Background: an optimization exercise with open tools, aiming at small area, a short achievable clock period and few clock cycles. Do not read the settings as production practice. Only simulation tests tie the RTL to the original design; equivalence was not proved. Power figures rest on the tool's default switching activity, not on a simulated workload.

==> inputs of run a <==
Design comp_unit_top, start of the top module:
module comp_unit_top (
   input  wire logic                    clk,
   input  wire logic                    rst_n,
   input  wire logic [32-1:0]   tx_data_i,
   input  wire logic [4-1:0]    tx_rem_i,
   input  wire logic                    tx_sof_n_i,
   input  wire logic                    tx_eof_n_i,
   input  wire logic                    tx_sop_n_i,
   input  wire logic                    tx_eop_n_i,
   input  wire logic                    tx_src_rdy_n_i,
   output logic                         tx_dst_rdy_n_o,
   output logic [32-1:0]        rx_data_o,
   output logic [4-1:0]         rx_rem_o,
   output logic                         rx_sof_n_o,
   output logic                         rx_eof_n_o,
   output logic                         rx_sop_n_o,
   output logic                         rx_eop_n_o,
   output logic                         rx_src_rdy_n_o,
   input  wire logic                    rx_dst_rdy_n_i,
   input  wire logic [10-1:0]      dcr_abus_i,
   input  wire logic [31:0]             dcr_dbus_i,
   input  wire logic                    dcr_read_i,
   input  wire logic                    dcr_write_i,
   output logic [1-1:0]        dcr_ack_o,
   output logic [31:0]                  dcr_rdata_o,
   output logic                         rst_engine_req_o
);
   comp_pkg::ll_tx_t   tx;
   comp_pkg::ll_rx_t   rx;
   comp_pkg::dcr_req_t dcr;
   assign tx.data      = tx_data_i;
   assign tx.rem       = tx_rem_i;
   assign tx.sof_n     = tx_sof_n_i;
  ...
==> module payload_fifo, before the edit <==
module payload_fifo (
   input  wire logic                   clk,
   input  wire logic                   rst_n,
   input  wire logic                   push_i,
   input  wire logic [32-1:0]  push_data_i,
   input  wire logic                   pop_i,
   output logic [32-1:0]       pop_data_o
);
   localparam int N = 64 - 1;
   logic [32-1:0] mem [N];
   logic [6-1:0]   wr_ptr;
   logic [6-1:0]   rd_ptr;
   assign pop_data_o = mem[rd_ptr];
   always_ff @(posedge clk) begin
      if (push_i) begin
         mem[wr_ptr] <= push_data_i;
      end
   end
   always_ff @(posedge clk) begin
      if (!rst_n) begin
         wr_ptr <= '0;
         rd_ptr <= '0;
      end else begin
         if (push_i) begin
            wr_ptr <= (wr_ptr == 6'(N - 1)) ? '0 : wr_ptr + 1'b1;
         end
         if (pop_i) begin
            rd_ptr <= (rd_ptr == 6'(N - 1)) ? '0 : rd_ptr + 1'b1;
         end
      end
   end
endmodule
==> module ll_crc, before the edit <==
module ll_crc (
   input  wire logic [31:0]            crc_i,
   input  wire logic [32-1:0]  data_i,
   output logic [31:0]                 crc_o
);
   function automatic logic [31:0] crc_step(input logic [31:0] crc,
                                            input logic [32-1:0] d);
      logic [31:0] c;
      logic        fb;
      c = crc;
      for (int i = 32 - 1; i >= 0; i--) begin
         fb = c[31] ^ d[i];
         c  = {c[30:0], 1'b0};
         if (fb) begin
            c = c ^ 32'h04C1_1DB7;
         end
      end
      crc_step = c;
   endfunction
   assign crc_o = crc_step(crc_i, data_i);
endmodule
export LEC_CHECK = 0
export CAP_MARGIN = 20
export CORE_MARGIN = 2
export CORE_UTILIZATION = 40
export SLEW_MARGIN = 20
create_clock -name core_clock -period 6.0 [get_ports {clk}]
run.sh (not shown) runs the stock make flow with config.mk's settings and CLKGATE_MAP_FILE= SYNTH_SCRIPT=/design/flow/synth_recipe.tcl, a recipe that flattens the netlist after the stock synthesis.
==> inputs of run b, as changes to run a <==
--- a/flow/design.v
+++ b/flow/design.v
@@ -60,59 +60,83 @@
    input  wire logic                   push_i,
    input  wire logic [32-1:0]  push_data_i,
    input  wire logic                   pop_i,
    output logic [32-1:0]       pop_data_o
 );
    localparam int N = 64 - 1;
    logic [32-1:0] mem [N];
    logic [6-1:0]   wr_ptr;
-   logic [6-1:0]   rd_ptr;
-   assign pop_data_o = mem[rd_ptr];
+   logic [N-1:0]          rd_sel;
+   always_comb begin
+      pop_data_o = '0;
+      for (int i = 0; i < N; i++) begin
+         pop_data_o = pop_data_o | (mem[i] & {32{rd_sel[i]}});
+      end
+   end
    always_ff @(posedge clk) begin
       if (push_i) begin
          mem[wr_ptr] <= push_data_i;
       end
    end
    always_ff @(posedge clk) begin
       if (!rst_n) begin
          wr_ptr <= '0;
-         rd_ptr <= '0;
+         rd_sel <= N'(1);
       end else begin
          if (push_i) begin
             wr_ptr <= (wr_ptr == 6'(N - 1)) ? '0 : wr_ptr + 1'b1;
          end
          if (pop_i) begin
-            rd_ptr <= (rd_ptr == 6'(N - 1)) ? '0 : rd_ptr + 1'b1;
+            rd_sel <= {rd_sel[N-2:0], rd_sel[N-1]};
          end
       end
    end
 endmodule
 `default_nettype wire
 `default_nettype none
 module ll_crc (
    input  wire logic [31:0]            crc_i,
    input  wire logic [32-1:0]  data_i,
    output logic [31:0]                 crc_o
 );
-   function automatic logic [31:0] crc_step(input logic [31:0] crc,
-                                            input logic [32-1:0] d);
-      logic [31:0] c;
-      logic        fb;
-      c = crc;
-      for (int i = 32 - 1; i >= 0; i--) begin
-         fb = c[31] ^ d[i];
-         c  = {c[30:0], 1'b0};
-         if (fb) begin
-            c = c ^ 32'h04C1_1DB7;
-         end
-      end
-      crc_step = c;
-   endfunction
-   assign crc_o = crc_step(crc_i, data_i);
+   logic [31:0] x;
+   assign x = crc_i ^ data_i;
+   assign crc_o[0] = ^(x & 32'hf7011641);
+   assign crc_o[1] = ^(x & 32'h19033ac3);
+   assign crc_o[2] = ^(x & 32'hc50763c7);
+   assign crc_o[3] = ^(x & 32'h8a0ec78e);
+   assign crc_o[4] = ^(x & 32'he31c995d);
+   assign crc_o[5] = ^(x & 32'h313824fb);
+   assign crc_o[6] = ^(x & 32'h627049f6);
+   assign crc_o[7] = ^(x & 32'h33e185ad);
+   assign crc_o[8] = ^(x & 32'h90c21d1b);
+   assign crc_o[9] = ^(x & 32'h21843a36);
+   assign crc_o[10] = ^(x & 32'hb409622d);
+   assign crc_o[11] = ^(x & 32'h9f13d21b);
+   assign crc_o[12] = ^(x & 32'hc926b277);
+   assign crc_o[13] = ^(x & 32'h924d64ee);
+   assign crc_o[14] = ^(x & 32'h249ac9dc);
+   assign crc_o[15] = ^(x & 32'h493593b8);
+   assign crc_o[16] = ^(x & 32'h656a3131);
+   assign crc_o[17] = ^(x & 32'hcad46262);
+   assign crc_o[18] = ^(x & 32'h95a8c4c4);
+   assign crc_o[19] = ^(x & 32'h2b518988);
+   assign crc_o[20] = ^(x & 32'h56a31310);
+   assign crc_o[21] = ^(x & 32'had462620);
+   assign crc_o[22] = ^(x & 32'had8d5a01);
+   assign crc_o[23] = ^(x & 32'hac1ba243);
+   assign crc_o[24] = ^(x & 32'h58374486);
+   assign crc_o[25] = ^(x & 32'hb06e890c);
+   assign crc_o[26] = ^(x & 32'h97dc0459);
+   assign crc_o[27] = ^(x & 32'h2fb808b2);
+   assign crc_o[28] = ^(x & 32'h5f701164);
+   assign crc_o[29] = ^(x & 32'hbee022c8);
+   assign crc_o[30] = ^(x & 32'h7dc04590);
+   assign crc_o[31] = ^(x & 32'hfb808b20);
 endmodule
 `default_nettype wire
 `default_nettype none
 module dcr_regs (
    input  wire logic                   clk,
    input  wire logic                   rst_n,
    input  wire comp_pkg::dcr_req_t     dcr_i,
    input  wire logic [7:0]             status_i,
==> flow/config.mk (replaced) <==
export PLATFORM = sky130hd
export DESIGN_NAME = comp_unit_top
export DESIGN_NICKNAME = comp_unit_top
export VERILOG_FILES = /design/flow/design.v
export SDC_FILE = /design/flow/constraint.sdc
export NUM_CORES = 4
export LEC_CHECK = 0
export CAP_MARGIN = 20
export CORE_MARGIN = 2
export CORE_UTILIZATION = 40
export SETUP_SLACK_MARGIN = 3.5
export SLEW_MARGIN = 20
==> inputs of run c, as changes to run a <==
--- a/flow/design.v
+++ b/flow/design.v
@@ -60,59 +60,83 @@
    input  wire logic                   push_i,
    input  wire logic [32-1:0]  push_data_i,
    input  wire logic                   pop_i,
    output logic [32-1:0]       pop_data_o
 );
    localparam int N = 64 - 1;
    logic [32-1:0] mem [N];
    logic [6-1:0]   wr_ptr;
-   logic [6-1:0]   rd_ptr;
-   assign pop_data_o = mem[rd_ptr];
+   logic [N-1:0]          rd_sel;
+   always_comb begin
+      pop_data_o = '0;
+      for (int i = 0; i < N; i++) begin
+         pop_data_o = pop_data_o | (mem[i] & {32{rd_sel[i]}});
+      end
+   end
    always_ff @(posedge clk) begin
       if (push_i) begin
          mem[wr_ptr] <= push_data_i;
       end
    end
    always_ff @(posedge clk) begin
       if (!rst_n) begin
          wr_ptr <= '0;
-         rd_ptr <= '0;
+         rd_sel <= N'(1);
       end else begin
          if (push_i) begin
             wr_ptr <= (wr_ptr == 6'(N - 1)) ? '0 : wr_ptr + 1'b1;
          end
          if (pop_i) begin
-            rd_ptr <= (rd_ptr == 6'(N - 1)) ? '0 : rd_ptr + 1'b1;
+            rd_sel <= {rd_sel[N-2:0], rd_sel[N-1]};
          end
       end
    end
 endmodule
 `default_nettype wire
 `default_nettype none
 module ll_crc (
    input  wire logic [31:0]            crc_i,
    input  wire logic [32-1:0]  data_i,
    output logic [31:0]                 crc_o
 );
-   function automatic logic [31:0] crc_step(input logic [31:0] crc,
-                                            input logic [32-1:0] d);
-      logic [31:0] c;
-      logic        fb;
-      c = crc;
-      for (int i = 32 - 1; i >= 0; i--) begin
-         fb = c[31] ^ d[i];
-         c  = {c[30:0], 1'b0};
-         if (fb) begin
-            c = c ^ 32'h04C1_1DB7;
-         end
-      end
-      crc_step = c;
-   endfunction
-   assign crc_o = crc_step(crc_i, data_i);
+   logic [31:0] x;
+   assign x = crc_i ^ data_i;
+   assign crc_o[0] = ^(x & 32'hf7011641);
+   assign crc_o[1] = ^(x & 32'h19033ac3);
+   assign crc_o[2] = ^(x & 32'hc50763c7);
+   assign crc_o[3] = ^(x & 32'h8a0ec78e);
+   assign crc_o[4] = ^(x & 32'he31c995d);
+   assign crc_o[5] = ^(x & 32'h313824fb);
+   assign crc_o[6] = ^(x & 32'h627049f6);
+   assign crc_o[7] = ^(x & 32'h33e185ad);
+   assign crc_o[8] = ^(x & 32'h90c21d1b);
+   assign crc_o[9] = ^(x & 32'h21843a36);
+   assign crc_o[10] = ^(x & 32'hb409622d);
+   assign crc_o[11] = ^(x & 32'h9f13d21b);
+   assign crc_o[12] = ^(x & 32'hc926b277);
+   assign crc_o[13] = ^(x & 32'h924d64ee);
+   assign crc_o[14] = ^(x & 32'h249ac9dc);
+   assign crc_o[15] = ^(x & 32'h493593b8);
+   assign crc_o[16] = ^(x & 32'h656a3131);
+   assign crc_o[17] = ^(x & 32'hcad46262);
+   assign crc_o[18] = ^(x & 32'h95a8c4c4);
+   assign crc_o[19] = ^(x & 32'h2b518988);
+   assign crc_o[20] = ^(x & 32'h56a31310);
+   assign crc_o[21] = ^(x & 32'had462620);
+   assign crc_o[22] = ^(x & 32'had8d5a01);
+   assign crc_o[23] = ^(x & 32'hac1ba243);
+   assign crc_o[24] = ^(x & 32'h58374486);
+   assign crc_o[25] = ^(x & 32'hb06e890c);
+   assign crc_o[26] = ^(x & 32'h97dc0459);
+   assign crc_o[27] = ^(x & 32'h2fb808b2);
+   assign crc_o[28] = ^(x & 32'h5f701164);
+   assign crc_o[29] = ^(x & 32'hbee022c8);
+   assign crc_o[30] = ^(x & 32'h7dc04590);
+   assign crc_o[31] = ^(x & 32'hfb808b20);
 endmodule
 `default_nettype wire
 `default_nettype none
 module dcr_regs (
    input  wire logic                   clk,
    input  wire logic                   rst_n,
    input  wire comp_pkg::dcr_req_t     dcr_i,
    input  wire logic [7:0]             status_i,
==> flow/config.mk (replaced) <==
export PLATFORM = sky130hd
export DESIGN_NAME = comp_unit_top
export DESIGN_NICKNAME = comp_unit_top
export VERILOG_FILES = /design/flow/design.v
export SDC_FILE = /design/flow/constraint.sdc
export NUM_CORES = 4
export LEC_CHECK = 0
export CAP_MARGIN = 20
export CORE_MARGIN = 2
export CORE_UTILIZATION = 60
export CTS_CLUSTER_DIAMETER = 80
export CTS_CLUSTER_SIZE = 30
export SETUP_SLACK_MARGIN = 3.5
export SLEW_MARGIN = 20
==> inputs of run d, as changes to run a <==
--- a/flow/design.v
+++ b/flow/design.v
@@ -61,17 +61,28 @@
    input  wire logic [32-1:0]  push_data_i,
    input  wire logic                   pop_i,
    output logic [32-1:0]       pop_data_o
 );
    localparam int N = 64 - 1;
    logic [32-1:0] mem [N];
    logic [6-1:0]   wr_ptr;
    logic [6-1:0]   rd_ptr;
-   assign pop_data_o = mem[rd_ptr];
+   logic [N-1:0]          rd_sel;
+   always_comb begin
+      for (int i = 0; i < N; i++) begin
+         rd_sel[i] = (rd_ptr == 6'(i));
+      end
+   end
+   always_comb begin
+      pop_data_o = '0;
+      for (int i = 0; i < N; i++) begin
+         pop_data_o = pop_data_o | (mem[i] & {32{rd_sel[i]}});
+      end
+   end
    always_ff @(posedge clk) begin
       if (push_i) begin
          mem[wr_ptr] <= push_data_i;
       end
    end
    always_ff @(posedge clk) begin
       if (!rst_n) begin
          wr_ptr <= '0;
@@ -88,31 +99,50 @@
 endmodule
 `default_nettype wire
 `default_nettype none
 module ll_crc (
    input  wire logic [31:0]            crc_i,
    input  wire logic [32-1:0]  data_i,
    output logic [31:0]                 crc_o
 );
-   function automatic logic [31:0] crc_step(input logic [31:0] crc,
-                                            input logic [32-1:0] d);
-      logic [31:0] c;
-      logic        fb;
-      c = crc;
-      for (int i = 32 - 1; i >= 0; i--) begin
-         fb = c[31] ^ d[i];
-         c  = {c[30:0], 1'b0};
-         if (fb) begin
-            c = c ^ 32'h04C1_1DB7;
-         end
-      end
-      crc_step = c;
-   endfunction
-   assign crc_o = crc_step(crc_i, data_i);
+   logic [31:0] x;
+   assign x = crc_i ^ data_i;
+   assign crc_o[0] = ^(x & 32'hf7011641);
+   assign crc_o[1] = ^(x & 32'h19033ac3);
+   assign crc_o[2] = ^(x & 32'hc50763c7);
+   assign crc_o[3] = ^(x & 32'h8a0ec78e);
+   assign crc_o[4] = ^(x & 32'he31c995d);
+   assign crc_o[5] = ^(x & 32'h313824fb);
+   assign crc_o[6] = ^(x & 32'h627049f6);
+   assign crc_o[7] = ^(x & 32'h33e185ad);
+   assign crc_o[8] = ^(x & 32'h90c21d1b);
+   assign crc_o[9] = ^(x & 32'h21843a36);
+   assign crc_o[10] = ^(x & 32'hb409622d);
+   assign crc_o[11] = ^(x & 32'h9f13d21b);
+   assign crc_o[12] = ^(x & 32'hc926b277);
+   assign crc_o[13] = ^(x & 32'h924d64ee);
+   assign crc_o[14] = ^(x & 32'h249ac9dc);
+   assign crc_o[15] = ^(x & 32'h493593b8);
+   assign crc_o[16] = ^(x & 32'h656a3131);
+   assign crc_o[17] = ^(x & 32'hcad46262);
+   assign crc_o[18] = ^(x & 32'h95a8c4c4);
+   assign crc_o[19] = ^(x & 32'h2b518988);
+   assign crc_o[20] = ^(x & 32'h56a31310);
+   assign crc_o[21] = ^(x & 32'had462620);
+   assign crc_o[22] = ^(x & 32'had8d5a01);
+   assign crc_o[23] = ^(x & 32'hac1ba243);
+   assign crc_o[24] = ^(x & 32'h58374486);
+   assign crc_o[25] = ^(x & 32'hb06e890c);
+   assign crc_o[26] = ^(x & 32'h97dc0459);
+   assign crc_o[27] = ^(x & 32'h2fb808b2);
+   assign crc_o[28] = ^(x & 32'h5f701164);
+   assign crc_o[29] = ^(x & 32'hbee022c8);
+   assign crc_o[30] = ^(x & 32'h7dc04590);
+   assign crc_o[31] = ^(x & 32'hfb808b20);
 endmodule
 `default_nettype wire
 `default_nettype none
 module dcr_regs (
    input  wire logic                   clk,
    input  wire logic                   rst_n,
    input  wire comp_pkg::dcr_req_t     dcr_i,
    input  wire logic [7:0]             status_i,
@@ -183,20 +213,17 @@
    localparam logic [2:0] R_APP3 = 3'd3;
    localparam logic [2:0] R_APP4 = 3'd4;
    logic [1:0]             tst;
    logic [HC_W-1:0]        hcnt;
    logic                   rdy;
    logic                   beat;
    logic [1:0]             tst_n;
    logic [HC_W-1:0]        hcnt_n;
-   logic [32-1:0]  d0;
-   logic                   p0;
-   logic                   l0;
-   logic [2:0]             vb0;
+   logic                   push;
    logic                   cap_flags;
    logic                   cap_len;
    logic                   cap_task;
    logic [32-1:0]  masked;
    logic [2:0]             valid_bytes;
    comp_pkg::frame_info_t  t_info;
    logic [31:0]            crc;
    logic [31:0]            crc_nxt;
@@ -248,101 +275,90 @@
             end
          end
          T_PAY: if (beat && !tx_i.eop_n) tst_n = T_TRL;
          T_TRL: if (beat && !tx_i.eof_n) tst_n = T_HDR;
          default: tst_n = T_HDR;
       endcase
    end
    logic t_pend_n;
-   logic p0_n;
-   assign p0_n     = beat && (tst == T_PAY);
-   assign t_pend_n = (p0 && l0) || (t_pend && r_full);
+   assign push      = beat && (tst == T_PAY);
+   assign cap_flags = beat && (tst == T_HDR) && (hcnt == HC_W'(4));
+   assign cap_len   = beat && (tst == T_HDR) && (hcnt == HC_W'(5));
+   assign cap_task  = beat && (tst == T_HDR) && (hcnt == HC_W'(6));
+   assign t_pend_n  = (push && !tx_i.eop_n) || (t_pend && r_full);
    always_ff @(posedge clk) begin
       if (!rst_n) begin
          tst       <= T_HDR;
          hcnt      <= '0;
          rdy       <= 1'b0;
-         p0        <= 1'b0;
-         cap_flags <= 1'b0;
-         cap_len   <= 1'b0;
-         cap_task  <= 1'b0;
          t_pend    <= 1'b0;
       end else begin
          tst       <= tst_n;
          hcnt      <= hcnt_n;
-         p0        <= p0_n;
-         cap_flags <= beat && (tst == T_HDR) && (hcnt == HC_W'(4));
-         cap_len   <= beat && (tst == T_HDR) && (hcnt == HC_W'(5));
-         cap_task  <= beat && (tst == T_HDR) && (hcnt == HC_W'(6));
          t_pend    <= t_pend_n;
          if (tst_n == T_PAY) begin
-            rdy <= (7'(cnt) + 7'(p0) + 7'(p0_n)) < 7'(CAP);
+            rdy <= (7'(cnt) + 7'(push)) < 7'(CAP);
          end else if (tst_n == T_HDR && hcnt_n == HC_W'(4)) begin
             rdy <= !t_pend_n;
          end else begin
             rdy <= 1'b1;
          end
       end
    end
-   always_ff @(posedge clk) begin
-      d0  <= masked;
-      l0  <= !tx_i.eop_n;
-      vb0 <= valid_bytes;
-   end
    ll_crc ll_crc_i (
       .crc_i  (crc),
-      .data_i (d0),
+      .data_i (masked),
       .crc_o  (crc_nxt)
    );
    always_ff @(posedge clk) begin
-      if (cap_flags) t_info.flags      <= d0[32-1 -: 3];
-      if (cap_len)   t_info.src_len    <= d0;
-      if (cap_task)  t_info.task_index <= d0[10-1:0];
+      if (cap_flags) t_info.flags      <= tx_i.data[32-1 -: 3];
+      if (cap_len)   t_info.src_len    <= tx_i.data;
+      if (cap_task)  t_info.task_index <= tx_i.data[10-1:0];
       if (cap_flags) begin
          crc <= 32'hFFFF_FFFF;
-      end else if (p0) begin
+      end else if (push) begin
          crc <= crc_nxt;
       end
    end
    always_ff @(posedge clk) begin
       if (!rst_n) begin
          t_wc <= '0;
          t_bc <= '0;
       end else if (cap_flags) begin
          t_wc <= '0;
          t_bc <= '0;
-      end else if (p0) begin
+      end else if (push) begin
          t_wc <= t_wc + 1'b1;
-         t_bc <= t_bc + BC_W'(vb0);
+         t_bc <= t_bc + BC_W'(valid_bytes);
       end
    end
    assign r_load = t_pend && !r_full;
    always_ff @(posedge clk) begin
       if (r_load) begin
          r_info <= t_info;
          r_crc  <= crc;
          r_wc   <= t_wc;
          r_bc   <= t_bc;
          r_mis  <= (t_info.src_len != 32'(t_bc));
       end
    end
    payload_fifo payload_fifo_i (
       .clk         (clk),
       .rst_n       (rst_n),
-      .push_i      (p0),
-      .push_data_i (d0),
+      .push_i      (push),
+      .push_data_i (masked),
       .pop_i       (pop),
       .pop_data_o  (head)
    );
    always_ff @(posedge clk) begin
       if (!rst_n) begin
          cnt <= '0;
       end else begin
-         cnt <= cnt + 6'(p0) - 6'(pop);
+         cnt <= cnt + 6'(push) - 6'(pop);
       end
    end
    assign known    = r_full || t_pend;
    assign k_wc     = r_full ? r_wc : t_wc;
    assign k_bc     = r_full ? r_bc[1:0] : t_bc[1:0];
    assign is_last  = known && (rc + 1'b1 == k_wc);
    assign last_rem = ~({4{1'b1}} << 2'(-k_bc));
    assign ld    = rx_o.src_rdy_n || !rx_dst_rdy_n_i;
@@ -410,17 +426,17 @@
          rx_o.sof_n <= o_nxt.sof_n;
          rx_o.eof_n <= o_nxt.eof_n;
          rx_o.sop_n <= o_nxt.sop_n;
          rx_o.eop_n <= o_nxt.eop_n;
       end
    end
    logic [7:0] status;
    logic       tx_busy;
-   assign tx_busy = (tst != T_HDR) || (hcnt != '0) || p0 || t_pend;
+   assign tx_busy = (tst != T_HDR) || (hcnt != '0) || t_pend;
    assign status  = {1'b0, tx_busy, tst, !rx_o.src_rdy_n, ph};
    dcr_regs dcr_regs_i (
       .clk              (clk),
       .rst_n            (rst_n),
       .dcr_i            (dcr_i),
       .status_i         (status | {7'b0, r_full || (cnt != '0)}),
       .info_i           (t_info),
       .word_cnt_i       (t_wc),
==> flow/config.mk (replaced) <==
export PLATFORM = sky130hd
export DESIGN_NAME = comp_unit_top
export DESIGN_NICKNAME = comp_unit_top
export VERILOG_FILES = /design/flow/design.v
export SDC_FILE = /design/flow/constraint.sdc
export NUM_CORES = 4
export LEC_CHECK = 0
export CAP_MARGIN = 20
export CORE_MARGIN = 2
export CORE_UTILIZATION = 45
export CTS_CLUSTER_DIAMETER = 60
export CTS_CLUSTER_SIZE = 20
export SETUP_SLACK_MARGIN = 3.5
export SLEW_MARGIN = 20
==> comparison table <==
| quantity | run c | run b | run a | run d |
|---|---|---|---|---|
| Clk_buf instances | 136 | 326 | 288 | 175 |
| GR Util met3 | 16.9% | 12.8% | 4.13% | 18.5% |
| Class of the most critical setup path | flop to primary output | flop to primary output | flop to flop | flop to flop |
| Library cell contributing the largest single delay on the critical path | sky130_fd_sc_hd__edfxtp_1 | sky130_fd_sc_hd__edfxtp_1 | sky130_fd_sc_hd__dfxtp_2 | sky130_fd_sc_hd__nor2_4 |
| Buf+Inv Stages, Crit Path | 1 | 1 | 0 | 5 |
| Achievable clock frequency | 0.327 GHz | 0.353 GHz | 0.222 GHz | 0.302 GHz |
| Final design instance area without fill | 0.102 mm2 | 0.107 mm2 | 0.107 mm2 | 0.111 mm2 |
| Footprint of the multi-input gates | 0.0196 mm2 | 0.0197 mm2 | 0.0236 mm2 | 0.0234 mm2 |
| R2r worst-path depth | 7 | 7 | 9 | 12 |
| Standard cell area after detailed placement | 0.0944 mm2 | 0.0955 mm2 | 0.0996 mm2 | 0.0956 mm2 |
| Non-clock buffers | 540 | 509 | 319 | 1001 |
| Die footprint | 0.152 mm2 | 0.227 mm2 | 0.237 mm2 | 0.200 mm2 |
| Pwr dens | 346 mW/mm2 | 379 mW/mm2 | 441 mW/mm2 | 369 mW/mm2 |
| Sequential share of cell area | 69.3% | 65.9% | 64.6% | 61.3% |
| Pin count of the biggest net entering global routing | 68 | 81 | 104 | 76 |
| Biggest fanout along the worst timing path | 1 | 1 | 21 | 16 |
| Post-synthesis cell type count | 68 | 68 | 64 | 79 |
| Area occupied by registers | 0.0705 mm2 | 0.0704 mm2 | 0.0692 mm2 | 0.0683 mm2 |
| Number of flip-flops and latches | 2409 | 2409 | 2358 | 2312 |
| Routing usage on met2 | 68.9% | 46.8% | 34.1% | 57.7% |
| Post-route clock period utilization | 50.9% | 47.2% | 75.1% | 55.1% |
| Switching power total | 9.67 mW | 10.5 mW | 13.8 mW | 12.4 mW |
| Post-cts resize count | 685 | 745 | 0 | 1082 |
| Setup repair after global routing missed its margin | yes | yes | no | yes |
| Outcome | timing/DRC/antenna clean | timing/DRC/antenna clean | timing/DRC/antenna clean | timing/DRC/antenna clean |
Testbench counts of run a, summed over its fixed seeds: cycles 11,075.
Testbench counts of run b, summed over its fixed seeds: cycles 11,075.
Testbench counts of run c, summed over its fixed seeds: cycles 11,075.
Testbench counts of run d, summed over its fixed seeds: cycles 11,063.

what the ideal ports hide:
The results above use ideal ports. As a check the final layouts listed here were re-extracted and re-timed, cells and wires unchanged. Step 1 (the two cells are an assumption about what drives the block):
set clk [get_ports {clk}]
set_driving_cell -lib_cell sky130_fd_sc_hd__clkbuf_16 $clk
set_driving_cell -lib_cell sky130_fd_sc_hd__buf_2 [delete_from_list [all_inputs] $clk]
Step 2 also shifts input and output timing later by t, the mid clock arrival at the registers, as if the neighbouring blocks saw the same clock. Three values: ideal ports, drivers, drivers and shift; two values: the first two.
run	t, ns	setup WS [ns]	hold slack, ns	clock arrival spread, ns	cell pins on the clock port's net
run a	0.926	1.495 / 1.495 / 1.495	0.435 / 0.435 / 0.435	0.049 / 0.050	1
run b	0.950	3.165 / 3.080 / 2.618	0.448 / 0.448 / 0.448	0.091 / 0.091	1
run c	0.863	2.945 / 2.861 / 2.736	0.445 / 0.445 / 0.445	0.056 / 0.057	1
run d	0.940	2.691 / 2.691 / 2.316	0.461 / 0.461 / 0.461	0.056 / 0.056	1
After both steps setup and hold are still met in every run listed. The setup slack of run b, which loses most, moves by -0.085 ns with the drivers and by -0.547 ns with both steps.
